Context: an optimization exercise on an open-source flow, tuned for small area and a short achievable clock period. The choices shown serve that exercise and are no tape-out recipe. The RTL was checked by simulation tests, not by an equivalence proof against the original design. Power and IR drop assume default switching activity.

==> flow/design.v (outline; a module is shown in full before it is edited, if it fits) <==
// module conv_mac: 3079 lines
// module conv_top: 143 lines
module conv_top (
    input  logic                 clk,
    input  logic                 rst_n,
    input  logic                 in_valid,
    input  logic [2-1:0][8-1:0] in_data,
    input  logic                 coef_wr,
    input  conv_pkg::chan_idx_t  coef_chan,
    input  conv_pkg::tap_idx_t   coef_addr,
    input  conv_pkg::coeff_t     coef_data,
    output logic                 out_valid,
    output logic [2-1:0][24-1:0] out_data
);
  // ...
==> flow/run.sh <==
#!/bin/bash
# synth_recipe.tcl (not shown) runs the flow's synth.tcl, then flattens the netlist and writes it again
# the make line also repeats each setting of config.mk as NAME=value (left out here)
make -C /OpenROAD-flow-scripts/flow DESIGN_CONFIG=/design/flow/config.mk WORK_HOME=/design/flow/orfs CLKGATE_MAP_FILE= SYNTH_SCRIPT=/design/flow/synth_recipe.tcl finish
==> flow/config.mk <==
export PLATFORM = sky130hd
export DESIGN_NAME = conv_top
export DESIGN_NICKNAME = conv_top
export VERILOG_FILES = /design/flow/design.v
export SDC_FILE = /design/flow/constraint.sdc
export NUM_CORES = 4
export LEC_CHECK = 0
export CAP_MARGIN = 20
export CORE_MARGIN = 2
export CORE_UTILIZATION = 40
export SLEW_MARGIN = 20
==> flow/constraint.sdc <==
create_clock -name core_clock -period 7.5 [get_ports {clk}]
set_input_delay 1.5000 -clock core_clock [delete_from_list [all_inputs] [get_ports {clk}]]
set_output_delay 1.5000 -clock core_clock [all_outputs]
set_load 0.01 [all_outputs]
==> impl_metrics.toml, run 1 <==
[power]
switching_share_pct = 45.10
power_mw = 52.08
power_leader = "combinational cells"
clock_power_mw = 9.86
seq-power_mw = 13.7
clkPwrFrac_pct = 18.9

[cells_and_area]
reg_top3 = "sr (528), coef (400), e (114)"
n_antenna_cell = 13
largest_reg_flops = 528
largest_register = "sr"
clk_share_pct = 5.798
final_util_pct = 44.85
n_all_buffers = 165
multi_input_area_share_pct = 46.32

[logic_synthesis]
synth_warnings = 4
yosys_most_used_dff = "edfxtp_1"
synth_nets = 9894
muxShareOfSynthArea_pct = 9.515
ys_seq_area_share_pct = 41.48
yosysMostFrequentCell = "inv_1"

[worst_setup_path]
critical_path_class = "reg2reg"
cp.arrival_ns = 5.67
worst-path-max-fanout = 142
slowest_delay_ns = 1.02
critPathLaunch = "sr_late"
cp_num_buf_inv = 2
crit_cells = 8

[detailed_routing]
drtAntennaViolNets = 0
wl_met3_um = 46070
first_iter_violations = 8211

[die]
die_height_um = 511.7
core_mm2 = 0.2567

[global_routing]
antenna_found_initial = 50
grt_max_degree = 143

[clocking]
cts_buffer_depth = 3
cts_resized = 0

[status]
status = "finished clean"

[placed_design]
placed_cell_area_mm2 = 0.1084
gp_congestion = 1.019

[sta]
fmaxAchievable_mhz = 203.0
setup_slack_ns = 2.573
slew_headroom_pct = 10.46

[hold_path]
hold_start = "r4[2]"
==> module conv_top, before the edit <==
module conv_top (
    input  logic                 clk,
    input  logic                 rst_n,
    input  logic                 in_valid,
    input  logic [2-1:0][8-1:0] in_data,
    input  logic                 coef_wr,
    input  conv_pkg::chan_idx_t  coef_chan,
    input  conv_pkg::tap_idx_t   coef_addr,
    input  conv_pkg::coeff_t     coef_data,
    output logic                 out_valid,
    output logic [2-1:0][24-1:0] out_data
);
    localparam int NSR = 33;   
    localparam int NST = 4;   
    localparam int XST = 3;   
    logic        v_q;
    logic [15:0] d_q;
    logic        cw_q;
    logic        cc_q;
    logic [4:0]  ca_q;
    logic [7:0]  cd_q;
    always_ff @(posedge clk or negedge rst_n) begin
        if (!rst_n) begin
            v_q  <= 1'b0;
            cw_q <= 1'b0;
        end else begin
            v_q  <= in_valid;
            cw_q <= coef_wr;
        end
    end
    always_ff @(posedge clk) begin
        d_q  <= in_data;
        cc_q <= coef_chan;
        ca_q <= coef_addr;
        cd_q <= coef_data;
    end
    logic [1:0][24:0][7:0] coef;
    logic [1:0][7:0]       bias;
    always_ff @(posedge clk or negedge rst_n) begin
        if (!rst_n) begin
            coef <= '0;
            bias <= '0;
        end else if (cw_q) begin
            for (int c = 0; c < 2; c++) begin
                for (int t = 0; t < 25; t++) begin
                    if (cc_q == c[0] && ca_q == t[4:0]) coef[c][t] <= cd_q;
                end
                if (cc_q == c[0] && ca_q == 5'd25) bias[c] <= cd_q;
            end
        end
    end
    logic [2:0] col, row;   
    logic [NSR-1:0][15:0] sr;
    logic sr_late;    
    logic sr_row4;    
    logic [NST:1] vld;   
    logic [NST:1] lat;
    logic [NST:1] r4;
    always_ff @(posedge clk or negedge rst_n) begin
        if (!rst_n) begin
            col <= '0;
            row <= '0;
        end else if (v_q) begin
            col <= col + 3'd1;
            if (col == 3'd7) row <= row + 3'd1;
        end
    end
    always_ff @(posedge clk) begin
        if (v_q) begin
            sr[0] <= d_q;
            for (int i = 1; i < NSR; i++) sr[i] <= sr[i-1];
            sr_late <= col[2];
            sr_row4 <= row[2];
        end
    end
    always_ff @(posedge clk or negedge rst_n) begin
        if (!rst_n) begin
            vld <= '0;
        end else begin
            vld[1] <= v_q;
            for (int k = 2; k <= NST; k++) vld[k] <= vld[k-1];
        end
    end
    always_ff @(posedge clk) begin
        for (int k = 2; k <= NST; k++) begin
            lat[k] <= lat[k-1];
            r4[k]  <= r4[k-1];
        end
    end
    assign lat[1] = sr_late;
    assign r4[1]  = sr_row4;
    logic [1:0][19:0] q;
    logic [1:0][2:0][18:0] e;
    logic [1:0] nfly;
    always_comb begin
        nfly = '0;
        for (int k = XST + 1; k <= NST; k++) nfly = nfly + 2'(vld[k]);
    end
    genvar g;
    generate
        for (g = 0; g < 2; g++) begin : g_ch
            logic [NSR*8-1:0] srch;
            logic [19:0] xsel, sum;
            logic [18:0] hsel;
            for (genvar i = 0; i < NSR; i++) begin : g_sr
                assign srch[8*i +: 8] = sr[i][8*g +: 8];
            end
            always_comb begin
                case (nfly)
                    2'd0:    hsel = e[g][2];
                    2'd1:    hsel = e[g][1];
                    2'd2:    hsel = e[g][0];
                    default: hsel = q[g][18:0];
                endcase
            end
            assign xsel = lat[XST] ? {hsel[18], hsel} : {{12{bias[g][7]}}, bias[g]};
            conv_mac mac_i (
                .clk  (clk),
                .late (lat[1]),
                .sr   (srch),
                .coef (coef[g]),
                .x    (xsel),
                .sum  (sum)
            );
            always_ff @(posedge clk) begin
                if (vld[NST]) begin
                    q[g]    <= sum;
                    e[g][0] <= q[g][18:0];
                    e[g][1] <= e[g][0];
                    e[g][2] <= e[g][1];
                end
            end
            assign out_data[g] = {{4{q[g][19]}}, q[g]};
        end
    endgenerate
    always_ff @(posedge clk or negedge rst_n) begin
        if (!rst_n) begin
            out_valid <= 1'b0;
        end else begin
            out_valid <= vld[NST] & lat[NST] & r4[NST];
        end
    end
endmodule
==> run 2, diff against run 1 <==
--- a/flow/design.v
+++ b/flow/design.v
@@ -10,61 +10,74 @@
     typedef logic [$clog2(2)-1:0] chan_idx_t;
     typedef logic [$clog2(8)-1:0] coord_t;
 endpackage
 `default_nettype wire
 `timescale 1ns/10ps
 `default_nettype none
 module conv_mac (
     input  logic         clk,
-    input  logic         late,       
+    input  logic [2:0]   late,       
     input  logic [263:0] sr,         
     input  logic [199:0] coef,       
     input  logic [19:0]  x,          
     output logic [19:0]  sum
 );
     logic [7:0] a0, b0;
+    wire lt0 = late[0];
     assign a0 = sr[0 +: 8];
-    assign b0 = late ? coef[192 +: 8] : coef[160 +: 8];
+    assign b0 = lt0 ? coef[192 +: 8] : coef[160 +: 8];
     logic [7:0] a1, b1;
+    wire lt1 = late[1];
     assign a1 = sr[64 +: 8];
-    assign b1 = late ? coef[152 +: 8] : coef[120 +: 8];
+    assign b1 = lt1 ? coef[152 +: 8] : coef[120 +: 8];
     logic [7:0] a2, b2;
+    wire lt2 = late[2];
     assign a2 = sr[128 +: 8];
-    assign b2 = late ? coef[112 +: 8] : coef[80 +: 8];
+    assign b2 = lt2 ? coef[112 +: 8] : coef[80 +: 8];
     logic [7:0] a3, b3;
+    wire lt3 = late[0];
     assign a3 = sr[192 +: 8];
-    assign b3 = late ? coef[72 +: 8] : coef[40 +: 8];
+    assign b3 = lt3 ? coef[72 +: 8] : coef[40 +: 8];
     logic [7:0] a4, b4;
+    wire lt4 = late[1];
     assign a4 = sr[256 +: 8];
-    assign b4 = late ? coef[32 +: 8] : coef[0 +: 8];
+    assign b4 = lt4 ? coef[32 +: 8] : coef[0 +: 8];
     logic [7:0] a5, b5;
-    assign a5 = late ? sr[8 +: 8] : sr[120 +: 8];
-    assign b5 = late ? coef[184 +: 8] : coef[88 +: 8];
+    wire lt5 = late[2];
+    assign a5 = lt5 ? sr[8 +: 8] : sr[120 +: 8];
+    assign b5 = lt5 ? coef[184 +: 8] : coef[88 +: 8];
     logic [7:0] a6, b6;
-    assign a6 = late ? sr[16 +: 8] : sr[168 +: 8];
-    assign b6 = late ? coef[176 +: 8] : coef[64 +: 8];
+    wire lt6 = late[0];
+    assign a6 = lt6 ? sr[16 +: 8] : sr[168 +: 8];
+    assign b6 = lt6 ? coef[176 +: 8] : coef[64 +: 8];
     logic [7:0] a7, b7;
-    assign a7 = late ? sr[24 +: 8] : sr[176 +: 8];
-    assign b7 = late ? coef[168 +: 8] : coef[56 +: 8];
+    wire lt7 = late[1];
+    assign a7 = lt7 ? sr[24 +: 8] : sr[176 +: 8];
+    assign b7 = lt7 ? coef[168 +: 8] : coef[56 +: 8];
     logic [7:0] a8, b8;
-    assign a8 = late ? sr[72 +: 8] : sr[184 +: 8];
-    assign b8 = late ? coef[144 +: 8] : coef[48 +: 8];
+    wire lt8 = late[2];
+    assign a8 = lt8 ? sr[72 +: 8] : sr[184 +: 8];
+    assign b8 = lt8 ? coef[144 +: 8] : coef[48 +: 8];
     logic [7:0] a9, b9;
-    assign a9 = late ? sr[80 +: 8] : sr[232 +: 8];
-    assign b9 = late ? coef[136 +: 8] : coef[24 +: 8];
+    wire lt9 = late[0];
+    assign a9 = lt9 ? sr[80 +: 8] : sr[232 +: 8];
+    assign b9 = lt9 ? coef[136 +: 8] : coef[24 +: 8];
     logic [7:0] a10, b10;
-    assign a10 = late ? sr[88 +: 8] : sr[240 +: 8];
-    assign b10 = late ? coef[128 +: 8] : coef[16 +: 8];
+    wire lt10 = late[1];
+    assign a10 = lt10 ? sr[88 +: 8] : sr[240 +: 8];
+    assign b10 = lt10 ? coef[128 +: 8] : coef[16 +: 8];
     logic [7:0] a11, b11;
-    assign a11 = late ? sr[136 +: 8] : sr[248 +: 8];
-    assign b11 = late ? coef[104 +: 8] : coef[8 +: 8];
+    wire lt11 = late[2];
+    assign a11 = lt11 ? sr[136 +: 8] : sr[248 +: 8];
+    assign b11 = lt11 ? coef[104 +: 8] : coef[8 +: 8];
     logic [7:0] a12, b12;
+    wire lt12 = late[0];
     assign a12 = sr[144 +: 8];
-    assign b12 = late ? coef[96 +: 8] : 8'd0;
+    assign b12 = lt12 ? coef[96 +: 8] : 8'd0;
     wire pp0_0_0 = a0[0] & b0[0];
     wire pp0_0_1 = a0[0] & b0[1];
     wire pp0_0_2 = a0[0] & b0[2];
     wire pp0_0_3 = a0[0] & b0[3];
     wire pp0_0_4 = a0[0] & b0[4];
     wire pp0_0_5 = a0[0] & b0[5];
     wire pp0_0_6 = a0[0] & b0[6];
     wire pp0_0_7 = ~(a0[0] & b0[7]);
@@ -3144,16 +3157,17 @@
                 end
                 if (cc_q == c[0] && ca_q == 5'd25) bias[c] <= cd_q;
             end
         end
     end
     logic [2:0] col, row;   
     logic [NSR-1:0][15:0] sr;
     logic sr_late;    
+    logic [16:0] fl;   
     logic sr_row4;    
     logic [NST:1] vld;   
     logic [NST:1] lat;
     logic [NST:1] r4;
     always_ff @(posedge clk or negedge rst_n) begin
         if (!rst_n) begin
             col <= '0;
             row <= '0;
@@ -3163,16 +3177,18 @@
         end
     end
     always_ff @(posedge clk) begin
         if (v_q) begin
             sr[0] <= d_q;
             for (int i = 1; i < NSR; i++) sr[i] <= sr[i-1];
             sr_late <= col[2];
             sr_row4 <= row[2];
+            fl[0]   <= col[2];
+            for (int i = 1; i < 17; i++) fl[i] <= fl[i-1];
         end
     end
     always_ff @(posedge clk or negedge rst_n) begin
         if (!rst_n) begin
             vld <= '0;
         end else begin
             vld[1] <= v_q;
             for (int k = 2; k <= NST; k++) vld[k] <= vld[k-1];
@@ -3194,31 +3210,33 @@
         for (int k = XST + 1; k <= NST; k++) nfly = nfly + 2'(vld[k]);
     end
     genvar g;
     generate
         for (g = 0; g < 2; g++) begin : g_ch
             logic [NSR*8-1:0] srch;
             logic [19:0] xsel, sum;
             logic [18:0] hsel;
+            logic [2:0] ph;
             for (genvar i = 0; i < NSR; i++) begin : g_sr
                 assign srch[8*i +: 8] = sr[i][8*g +: 8];
             end
             always_comb begin
                 case (nfly)
                     2'd0:    hsel = e[g][2];
                     2'd1:    hsel = e[g][1];
                     2'd2:    hsel = e[g][0];
                     default: hsel = q[g][18:0];
                 endcase
             end
             assign xsel = lat[XST] ? {hsel[18], hsel} : {{12{bias[g][7]}}, bias[g]};
+            assign ph = (g == 0) ? {fl[16], !fl[12], fl[8]} : {!fl[4], fl[0], fl[8]};
             conv_mac mac_i (
                 .clk  (clk),
-                .late (lat[1]),
+                .late (ph),
                 .sr   (srch),
                 .coef (coef[g]),
                 .x    (xsel),
                 .sum  (sum)
             );
             always_ff @(posedge clk) begin
                 if (vld[NST]) begin
                     q[g]    <= sum;
==> flow/config.mk (replaced) <==
export PLATFORM = sky130hd
export DESIGN_NAME = conv_top
export DESIGN_NICKNAME = conv_top
export VERILOG_FILES = /design/flow/design.v
export SDC_FILE = /design/flow/constraint.sdc
export NUM_CORES = 4
export LEC_CHECK = 0
export ABC_CLOCK_PERIOD_IN_PS = 3000
export CAP_MARGIN = 20
export CORE_MARGIN = 2
export CORE_UTILIZATION = 40
export SETUP_SLACK_MARGIN = 4.0
export SLEW_MARGIN = 20
export TNS_END_PERCENT = 100
==> run 2 against run 1 <==
  * Combinational power is 5% lower
  * Still clean
  * Wire length increased by 14%
  * First-iteration DRC count grew 1.0%
  * Via count grew 7.0%
  * Core utilization up 4.9 points
  * Clock power about the same
  * Global-route usage rose by 3.7 points
  * Critical path type unchanged
==> impl_metrics.toml, run 2 <==
[worst_setup_path]
critical_path_class = "reg2reg"
r2r_slack_ns = 3.41
cp-endpoint = "g_ch[0].mac_i.r2_10_116"
r2r_end = "g_ch[0].mac_i.r2_10_116"
critPathLaunch = "fl[8]"
end_kind = "flip-flop"
required_ns = 8.25
worstReg2RegStart = "fl[8]"
reg2reg_depth = 12
worst-path-max-fanout = 8
critPathLaunchType = "flip-flop"
cp.arrival_ns = 4.83

[sta]
setup-tns-final_ns = 0
fmaxAchievable_mhz = 244.6
setup_violations = 0
fin_worst_skew_ns = 0.04808
slew_violations = 0
rsz0062_at_grt = "true"
min_period_ns = 4.089
fin_crit_sh_pct = 54.52
tightestPinTransition_ns = 1.223
hold_ws_ns = 0.3258
final_hold_viol_count = 0
slew_headroom_pct = 18.50

[logic_synthesis]
synth_top_family_by_area = "adder cells"
syn_area_mm2 = 0.1036
ys_top_cells_by_area = "fa_1 31%, edfxtp_1 20%, dfxtp_1 11%"
synth_xor_area_share_pct = 0.2960
synth-compound-area-share_pct = 0.9242
yosysMostFrequentCell = "inv_1"
synth_cells = 8182
synth_edf_count = 700
synth_nets = 9917
synth_fa_ha_area_share_pct = 32.34
synth-seq-cells = 1703
netlist_top_cells_count = "1718 x inv_1, 1626 x fa_1, 700 x edfxtp_1"
synth_top_area_share_pct = 31.43
ys_seq_area_share_pct = 41.76
yosys.area.top_type = "fa_1"
post_synth.cell_area_avg_um2 = 12.66
muxShareOfSynthArea_pct = 9.459
yosys_most_used_dff = "edfxtp_1"
ys_async_sr_fraction_pct = 25.19
synth_warnings = 4
ys_types = 68
synthSimpleGateAreaFrac_pct = 8.392

[cells_and_area]
n_fill_cell = 22334
seqCellArea_mm2 = 0.04327
final_cell_mix = "1240 x inv_1, 835 x fa_1, 791 x fa_2"
layout_commonest_cell = "inv_1"
nets = 10553
area_delta_synth_final_pct = 23.46
reg_top3 = "sr (528), coef (400), e (114)"
largest_register = "sr"
drive_gt1_share_pct = 37.20
multi_input_area_mm2 = 0.05897
largest_reg_flops = 528

[die]
die-area_mm2 = 0.2630
rows = 186
die_w_um = 512.8
die_height_um = 512.8
boundaryPins = 83
initial_core_util_pct = 40.27
core_mm2 = 0.2572

[detailed_routing]
via_per_inst = 5.424
num_vias = 67171
first_pass_iters = 6
first_iter_violations = 8296
drc = 0
wl_per_cell_um = 34.71
drt_wl_total_um = 429800
drtAntennaViolNets = 0

[power]
power_leakage_nw = 53.61
ir_drop_v = 0.0003461
pwr_density_cell_mw_per_mm2 = 398.7

[placed_design]
port_buffers = 82
gp_congestion = 1.020
place_hpwl_um = 323200

[hold_path]
hold_class = "reg2reg"

[job]
maxCapViolCount = 0

[global_routing]
grt_use_total_pct = 32.85
grt_max_degree = 156
antenna_found_initial = 41
grt_pass1_wl_um = 582900
overflow = 0
grt_pass1_vias = 68752

[clocking]
cts-root-buf = "clkbuf_16"
cts_tree = "done"
hold_buffers = 0
htreeDepth = 4
cts_buffer_depth = 3
cts.clk_slew.worst_paths_ns = 0.06
cts_made_buffers = 194
clk_latency_ns = 0.88
cts_sinks = 1703

[status]
status = "finished clean"
==> run 2: changes by cell type in the layout (fill, tap and decap cells not counted), moves of 109 or more <==
cell | before | now
mux2_2 | 637 | 507
inv_2 | 0 | 452
fa_1 | 1626 | 835
fa_2 | 0 | 791
and2_1 | 293 | 184
inv_1 | 1718 | 1240
buf_6 | 1 | 130
buf_12 | 12 | 127
mux2i_1 | 242 | 67
mux2_4 | 0 | 131
mux2i_4 | 1 | 151
==> run 2: critical path: stages (launching register included) <==
cell,delay (ns)
edfxtp_1,0.39
buf_6,0.14
buf_16,0.20
buf_16,0.18
buf_12,0.11
mux2i_4,0.37
nor2_1,0.12
fa_1,0.52
fa_2,0.78
inv_2,0.08
fa_2,0.58
inv_2,0.04
fa_1,0.43
==> run 2: cell type report <==
class / count / area share, %
diodes: 10 / 0.01957
clock buffers: 265 / 4.410
clock inverters: 102 / 0.9668
inverters: 1718 / 5.102
multi-input cells: 4617 / 46.12
flip-flops and latches: 1703 / 33.84
well taps: 3384 / 3.311
repair buffers: 584 / 6.233
==> run 2: how the worst min path moves through the flow <==
stage          slack, ns                    to  cells after the start            startpoint
2_1_floorplan       0.31  g_ch[0].mac_i.r3_0_0                      0  g_ch[0].mac_i.r2_0_0
3_3_place_gp        0.31                lat[3]                      0                lat[2]
3_5_place_dp        0.31  g_ch[1].mac_i.r4_0_0                      0  g_ch[1].mac_i.r3_0_0
4_1_cts             0.33                 r4[3]                      0                 r4[2]
5_1_grt             0.33  g_ch[1].mac_i.r3_1_2                      0  g_ch[1].mac_i.r2_1_2
6_report            0.33  g_ch[1].mac_i.r3_1_2                      0  g_ch[1].mac_i.r2_1_2
==> run 2: power by group <==
group	switching, mW	internal, mW	leakage [nW]
combinational	16.1	10.8	32.9
clock	4.23	5.97	3.37
sequential	1.43	12.4	17.3
total	21.8	29.2	53.6
==> run 2: timing repair <==
action / in CTS / in global routing
gates cloned: 49 / 0
pin swaps: 454 / 354
endpoints found under the setup margin: 339 / 328
gates resized for setup: 1845 / 462
buffers inserted: 306 / 73
==> run 2: cells by family after synthesis <==
family	after synthesis
buffers and inverters	1862
AND/OR/NAND/NOR	1839
flip-flops	1703
adder cells (fa/ha/maj)	1701
multiplexers	899
AO/OA/AOI/OAI	143
XOR/XNOR	35
==> run 2: metrics by stage <==
stage	std cells	setup slack, ns	total power, mW	utilization [%]	area [µm²]
4_1_cts	12300	3.490	50.06	49.04	126100
3_3_place_gp	11572	2.439	36.87	42.33	108900
5_1_grt	12374	3.394	54.10	49.71	127800
3_5_place_dp	11578	2.616	37.39	42.39	109000
2_1_floorplan	8182	2.587	26.39	-	103800
6_report	12383	3.411	50.98	49.72	127900
==> run 2: per-layer routing <==
| layer | vias up | share of wire, % | routed length, µm | track usage [%] |
|---|---|---|---|---|
| li1 | 26381 | - | - | - |
| met3 | 730 | 14 | 59830 | 13.75 |
| met2 | 3894 | 38 | 164000 | 42.31 |
| met5 | - | 0.037 | 161 | 0 |
| met1 | 36142 | 45 | 192700 | 49.92 |
| met4 | 24 | 3.1 | 13150 | 8.695 |
==> run 3, diff against run 2 <==
==> flow/config.mk (replaced) <==
export PLATFORM = sky130hd
export DESIGN_NAME = conv_top
export DESIGN_NICKNAME = conv_top
export VERILOG_FILES = /design/flow/design.v
export SDC_FILE = /design/flow/constraint.sdc
export NUM_CORES = 4
export LEC_CHECK = 0
export ABC_CLOCK_PERIOD_IN_PS = 2800
export CAP_MARGIN = 20
export CORE_MARGIN = 2
export CORE_UTILIZATION = 40
export SETUP_SLACK_MARGIN = 4.7
export SLEW_MARGIN = 20
export TNS_END_PERCENT = 100
==> run 3 against run 2 <==
  * Still clean
  * Sequential cell count is the same
  * Worst hold slack lost 0.0044 ns
  * First-iteration DRC count grew 0.46%
  * Combinational power is essentially flat
  * Via count shrank 0.38%
  * Clock power is essentially flat
  * Largest cell class unchanged
  * Highest routed layer unchanged
==> impl_metrics.toml, run 3 <==
[cells_and_area]
nets = 10533
largest_reg_flops = 528
n_fill_cell = 22233
drive_gt1_share_pct = 37.27
fin_area_mm2 = 0.1272
layout_commonest_cell = "inv_1"
reg_top3 = "sr (528), coef (400), e (114)"
final_cell_mix = "1264 x inv_1, 829 x fa_1, 797 x fa_2"
largest_register = "sr"
area_delta_synth_final_pct = 22.84

[worst_setup_path]
critical_path_class = "reg2reg"
cp.arrival_ns = 4.79
required_ns = 8.26
r2r_slack_ns = 3.47
critPathLaunch = "fl[4]"
r2r_end = "g_ch[1].mac_i.r2_8_78"
critPathLaunchType = "flip-flop"
worstReg2RegStart = "fl[4]"
end_kind = "flip-flop"
worst-path-max-fanout = 6
reg2reg_depth = 13

[global_routing]
grt_pass1_wl_um = 559000
grt_max_degree = 155
grt_pass1_vias = 69720
grt_use_total_pct = 30.93
antenna_found_initial = 36
overflow = 0

[logic_synthesis]
synth_cells = 8182
syn_area_mm2 = 0.1036
synth_top_area_share_pct = 31.43
synth-seq-cells = 1703
netlist_top_cells_count = "1718 x inv_1, 1626 x fa_1, 700 x edfxtp_1"
ys_seq_area_share_pct = 41.76
ys_async_sr_fraction_pct = 25.19
ys_types = 68
yosys.area.top_type = "fa_1"
synth_edf_count = 700
post_synth.cell_area_avg_um2 = 12.66
ys_top_cells_by_area = "fa_1 31%, edfxtp_1 20%, dfxtp_1 11%"
yosysMostFrequentCell = "inv_1"
synth_warnings = 4
yosys_most_used_dff = "edfxtp_1"
synth_nets = 9917

[clocking]
cts-root-buf = "clkbuf_16"
htreeDepth = 4
cts_tree = "done"
cts_made_buffers = 199
cts_sinks = 1703
cts_buffer_depth = 4
hold_buffers = 0
cts.clk_slew.worst_paths_ns = 0.06
clk_latency_ns = 0.94

[die]
die_w_um = 512.8
initial_core_util_pct = 40.27
boundaryPins = 83
die-area_mm2 = 0.2630
rows = 186
core_mm2 = 0.2572
die_height_um = 512.8

[sta]
tightestPinTransition_ns = 1.259
fin_crit_sh_pct = 53.80
fin_worst_skew_ns = 0.1173
setup-tns-final_ns = 0
fmaxAchievable_mhz = 247.8
slew_headroom_pct = 15.58
min_period_ns = 4.035
final_hold_viol_count = 0
slew_violations = 0
hold_ws_ns = 0.3214
setup_slack_ns = 3.465
rsz0062_at_grt = "true"
setup_violations = 0

[detailed_routing]
drt_wl_total_um = 410100
wl_per_cell_um = 33.18
drtAntennaViolNets = 0
via_per_inst = 5.414
first_iter_violations = 8334
num_vias = 66914
drc = 0
first_pass_iters = 6

[power]
power_leakage_nw = 53.24
p_seq_share_pct = 27.2
switching_share_pct = 42.69
ir_drop_v = 0.0004504
p_comb_share_pct = 53.3
power_switching_mw = 21.79
power.internal_mw = 29.25
pwr_density_cell_mw_per_mm2 = 401.2
clkPwrFrac_pct = 19.5

[hold_path]
hold_start = "g_ch[1].mac_i.r2_7_61"
hold_class = "reg2reg"
min_to = "g_ch[1].mac_i.r3_7_15"
hold_depth = 0

[status]
status = "finished clean"

[job]
maxCapViolCount = 0

[placed_design]
gp_congestion = 1.079
port_buffers = 82
place_hpwl_um = 312200
placed_cell_area_mm2 = 0.1094
post-place-ws_ns = 2.594
run 3: worst max path at each step:
stage / endpoint / slack [ns] / cells past startpoint
finish: g_ch[1].mac_i.r2_8_78 / 3.47 / 13
global route: g_ch[0].mac_i.r2_8_78 / 3.43 / 13
CTS: g_ch[0].mac_i.r2_8_78 / 3.56 / 13
detailed placement: g_ch[1].mac_i.r2_6_43 / 2.59 / 9
global placement: g_ch[1].mac_i.r2_9_98 / 2.09 / 8
floorplan: row[1] / 2.59 / 2
run 3: cell type report:
class	instances	area [µm²]	share of cell area [%]
inverters	1718	6534	5.136
multi-input cells	4617	59020	46.39
well taps	3384	4234	3.328
flip-flops and latches	1703	43290	34.02
repair buffers	559	7446	5.853
clock buffers	284	5921	4.654
clock inverters	79	740.7	0.5822
diodes	16	40.04	0.03147
run 3: critical path, stage by stage (launching register included):
cell and delay, ns:
edfxtp_1 0.43, buf_6 0.15, buf_12 0.14, buf_12 0.13
buf_16 0.14, mux2i_4 0.44, buf_6 0.17, buf_6 0.11
nor2_2 0.04, fa_2 0.54, fa_2 0.47, fa_1 0.60
inv_1 0.07, fa_1 0.42
run 3: power by group through the flow:
stage	logic, mW	registers, mW	clock network [mW]
final	27.2	13.9	9.95
after global routing	29.7	14.0	10.4
after CTS	25.4	13.8	10.1
after detailed placement	23.7	13.9	0
after global placement	23.2	13.9	0
after floorplan	13.2	13.3	0
run 3: timing repair:
item                                    4_1_cts  5_1_grt
pin swaps                                   113      458
endpoints found under the hold margin         0        0
cloned                                       38       10
resized for setup                          1111     1286
endpoints found under the setup margin      476      431
buffers inserted                            199      169
run 3: layer usage:
metal / GRT usage, % / share of wire [%] / wire length (µm) / vias to the layer above
met3: 9.729 / 12 / 49940 / 979
li1: - / - / - / 26337
met2: 43.34 / 41 / 166600 / 3834
met1: 44.05 / 42 / 170700 / 35752
met4: 13.19 / 5.5 / 22730 / 12
met5: 0 / 0.021 / 87 / -
run 3: metrics by stage:
step	std cells	util (%)	power [mW]
floorplan	8182	-	26.52
global placement	11565	42.52	37.05
detailed placement	11565	42.55	37.64
CTS	12165	47.60	49.28
global route	12353	49.46	54.18
finish	12360	49.47	51.05
run 3: kinds of logic after synthesis:
group           after synthesis  share of synthesized area, %
compound gates              143                        0.9242
xor+xnor                     35                        0.2960
fa+ha+maj                  1701                         32.34
buf+inv                    1862                         6.835
flops                      1703                         41.76
mux                         899                         9.459
simple gates               1839                         8.392

## what the ideal ports hide
In the flow no input, the clock included, has a driving cell. The finished layouts below were timed again as built, in two steps.
Step 1: set_driving_cell puts a clkbuf_16 on clk and a buf_2 on each other input, an assumption about the parent block.
Step 2 adds t to the input delays and takes it off the output delays; t is the mean of the earliest and latest rising clock arrival at the registers after step 1. Input paths then give back, and output paths get back, about the clock's delay inside the block.
Slacks: no drivers / after step 1 / after step 2; pairs: no drivers / after step 1.
| run | t (ns) | slack for setup (ns) | clock arrival spread, ns | worst register clock-pin slew, ns | pins driven straight from the clock port |
|---|---|---|---|---|---|
| run 1 | 0.962 | 2.573 / 2.573 / 2.573 | 0.089 / 0.089 | 0.07 / 0.07 | 1 |
| run 2 | 0.949 | 3.411 / 3.411 / 3.411 | 0.052 / 0.052 | 0.08 / 0.08 | 1 |
| run 3 | 0.970 | 3.465 / 3.465 / 3.465 | 0.124 / 0.124 | 0.08 / 0.08 | 1 |
After both steps every run listed still meets setup and hold.
